From an optimization exercise on the open Yosys and OpenROAD flow, aimed at small area; shortcuts taken in it are not production practice. Only simulation tests tie the RTL to the original design; equivalence was not proved. Power is estimated from default activity; no workload was simulated.

## dma_link_sequencer_tx
module dma_link_sequencer_tx #(
  parameter int                DATA_W    = 64,
  parameter int                ADDR_W    = 32,
  parameter int                NUM_LINKS = 16,
  parameter logic [ADDR_W-1:0] REG_BASE  = 32'hFFFF_0000,
  parameter int                IDX_W     = (NUM_LINKS > 1) ? $clog2(NUM_LINKS) : 1
) (
  input  logic              clk,
  input  logic              rst,
  input  logic [ADDR_W-1:0] slave_addr_i,
  input  logic [DATA_W-1:0] slave_data_i,
  input  logic              wr_en_i,
  input  logic              rd_en_i,
  input  logic [ADDR_W-1:0] rd_addr_i,
  output logic [DATA_W-1:0] rd_data_o,
  output logic              rd_valid_o,
  output logic              desc_valid_o,
  input  logic              desc_ready_i,
  output logic [DATA_W-1:0] desc_data_o,
  output logic [DATA_W-1:0] desc_base_o,
  output logic [IDX_W-1:0]  desc_idx_o,
  input  logic              xfer_done_i,
  output logic              busy_o,
  output logic              done_o,
  output logic              aborted_o,
  output logic              irq_o
);
For scale: ~3,500 cells after synthesis, ~1,200 flip-flops, about 340 I/O pins, roughly 43,000 sq um of cells after synthesis.
clock: 6.0 ns
lec_check: 0
cap_margin: 20
core_margin: 2
core_utilization: 55
slew_margin: 20
standard.sh (not shown) runs the stock make flow with config.mk's settings and CLKGATE_MAP_FILE= SYNTH_SCRIPT=/design/flow/synth_recipe.tcl, a recipe that flattens the netlist after the stock synthesis.
==> flow/flow/run.sh <==
#!/bin/bash
# Layout flow: the standard ORFS flow (standard.sh), except that
#  * the RTL's dls_* helper modules (one-hot AND-OR selects) are replaced by
#    the equivalent cell-level versions in flow/gates.v before synthesis;
#    registers and all other logic are synthesized exactly as in the
#    standard flow;
#  * the port buffers are made of sky130_fd_sc_hd__buf_1;
#  * clock tree synthesis uses clkbuf_8 for larger sink clusters and
#    inserts no dummy loads.
set -euo pipefail
awk '/^[ \t]*module[ \t]+dls_/ {skip=1} !skip {print} skip && /^[ \t]*endmodule/ {skip=0}' \
  design.v > design_rtl_top.v
cat design_rtl_top.v flow/gates.v > design_gates.v
export BUFFER_PORTS_ARGS="-buffer_cell sky130_fd_sc_hd__buf_1"
export CTS_ARGS="-sink_clustering_enable -repair_clock_nets -dont_use_dummy_load -sink_clustering_size 16 -sink_clustering_max_diameter 60 -buf_list sky130_fd_sc_hd__clkbuf_8"
bash standard.sh VERILOG_FILES="$PWD/design_gates.v" finish > standard.log 2>&1
Other scripts of this flow, unchanged in this note and not shown: flow/flow/gates.v
The starting point went through all stages and came out clean.
==> next run, changes <==
--- a/flow/flow/run.sh
+++ b/flow/flow/run.sh
@@ -6,5 +6,3 @@
 #    standard flow;
-#  * the port buffers are made of sky130_fd_sc_hd__buf_1;
-#  * clock tree synthesis uses clkbuf_8 for larger sink clusters and
-#    inserts no dummy loads.
+#  * the port buffers are made of sky130_fd_sc_hd__buf_1.
 set -euo pipefail
@@ -14,3 +12,2 @@
 export BUFFER_PORTS_ARGS="-buffer_cell sky130_fd_sc_hd__buf_1"
-export CTS_ARGS="-sink_clustering_enable -repair_clock_nets -dont_use_dummy_load -sink_clustering_size 16 -sink_clustering_max_diameter 60 -buf_list sky130_fd_sc_hd__clkbuf_8"
 bash standard.sh VERILOG_FILES="$PWD/design_gates.v" finish > standard.log 2>&1
CTS_BUF_LIST = sky130_fd_sc_hd__clkbuf_4 sky130_fd_sc_hd__clkbuf_8   (was default)
Effect: Core utilization is higher by 3.6 points; worst setup slack gets worse by 240 ps; die area is unchanged; register-to-register slack gets worse by 60 ps; routed wire length is higher slightly; design area is higher by a few percent; via count is higher slightly; clock-buffer cell count is higher by 212; cell count is higher by a few percent; clock power is higher by well over a third.
==> next run, changes <==
--- a/flow/flow/run.sh
+++ b/flow/flow/run.sh
@@ -6,3 +6,5 @@
 #    standard flow;
-#  * the port buffers are made of sky130_fd_sc_hd__buf_1.
+#  * the port buffers are made of sky130_fd_sc_hd__buf_1;
+#  * clock tree synthesis uses clkbuf_8 for larger sink clusters and
+#    inserts no dummy loads.
 set -euo pipefail
@@ -12,2 +14,3 @@
 export BUFFER_PORTS_ARGS="-buffer_cell sky130_fd_sc_hd__buf_1"
+export CTS_ARGS="-sink_clustering_enable -repair_clock_nets -dont_use_dummy_load -sink_clustering_size 16 -sink_clustering_max_diameter 60 -buf_list sky130_fd_sc_hd__clkbuf_8"
 bash standard.sh VERILOG_FILES="$PWD/design_gates.v" finish > standard.log 2>&1
CORE_UTILIZATION = 40   (was 55)
CTS_BUF_LIST = default   (was sky130_fd_sc_hd__clkbuf_4 sky130_fd_sc_hd__clkbuf_8)
After rerunning: Setup slack improved by 420 ps; total power shrinks by 21%; hold slack got worse by 17 ps; global-route usage shrinks by 12 points; die area grows by 37%; sequential power hardly moves; via count shrinks by 5.4%; core utilization shrinks by 20 points; routed wire length grows by 1.7%; cell count grows by 2.4%; non-clock buffer count stays the same.
==> next run, changes <==
CAP_MARGIN = 10   (was 20)
SLEW_MARGIN = 10   (was 20)
What happened:
- wire length is about the same
- cell area hardly moves
- global-route usage came out higher by 0.15 points
- synthesized area stays the same

port drivers added, routing unchanged:
In the flow no input, the clock included, has a driving cell. The finished layouts below were timed again as built, in two steps.
Step 1 assumes that a clkbuf_16 drives the clock port and a buf_2 every other input.
Step 2 adds t to the input delays and takes it off the output delays; t is the mean of the earliest and latest rising clock arrival at the registers after step 1. Input paths then give back, and output paths get back, about the clock's delay inside the block.
Slacks: ideal / step 1 / step 2; pairs: ideal / step 1.
run	t, ns	setup slack, ns	worst data-port slew with drivers (ns)
the first run	0.803	0.648 / 0.580 / 1.180	0.10
the second run	0.920	0.412 / 0.340 / 1.223	0.10
the third run	0.843	0.833 / 0.763 / 1.218	0.12
the fourth run	0.833	0.870 / 0.800 / 1.276	0.11
After both steps setup and hold are still met in every run listed.
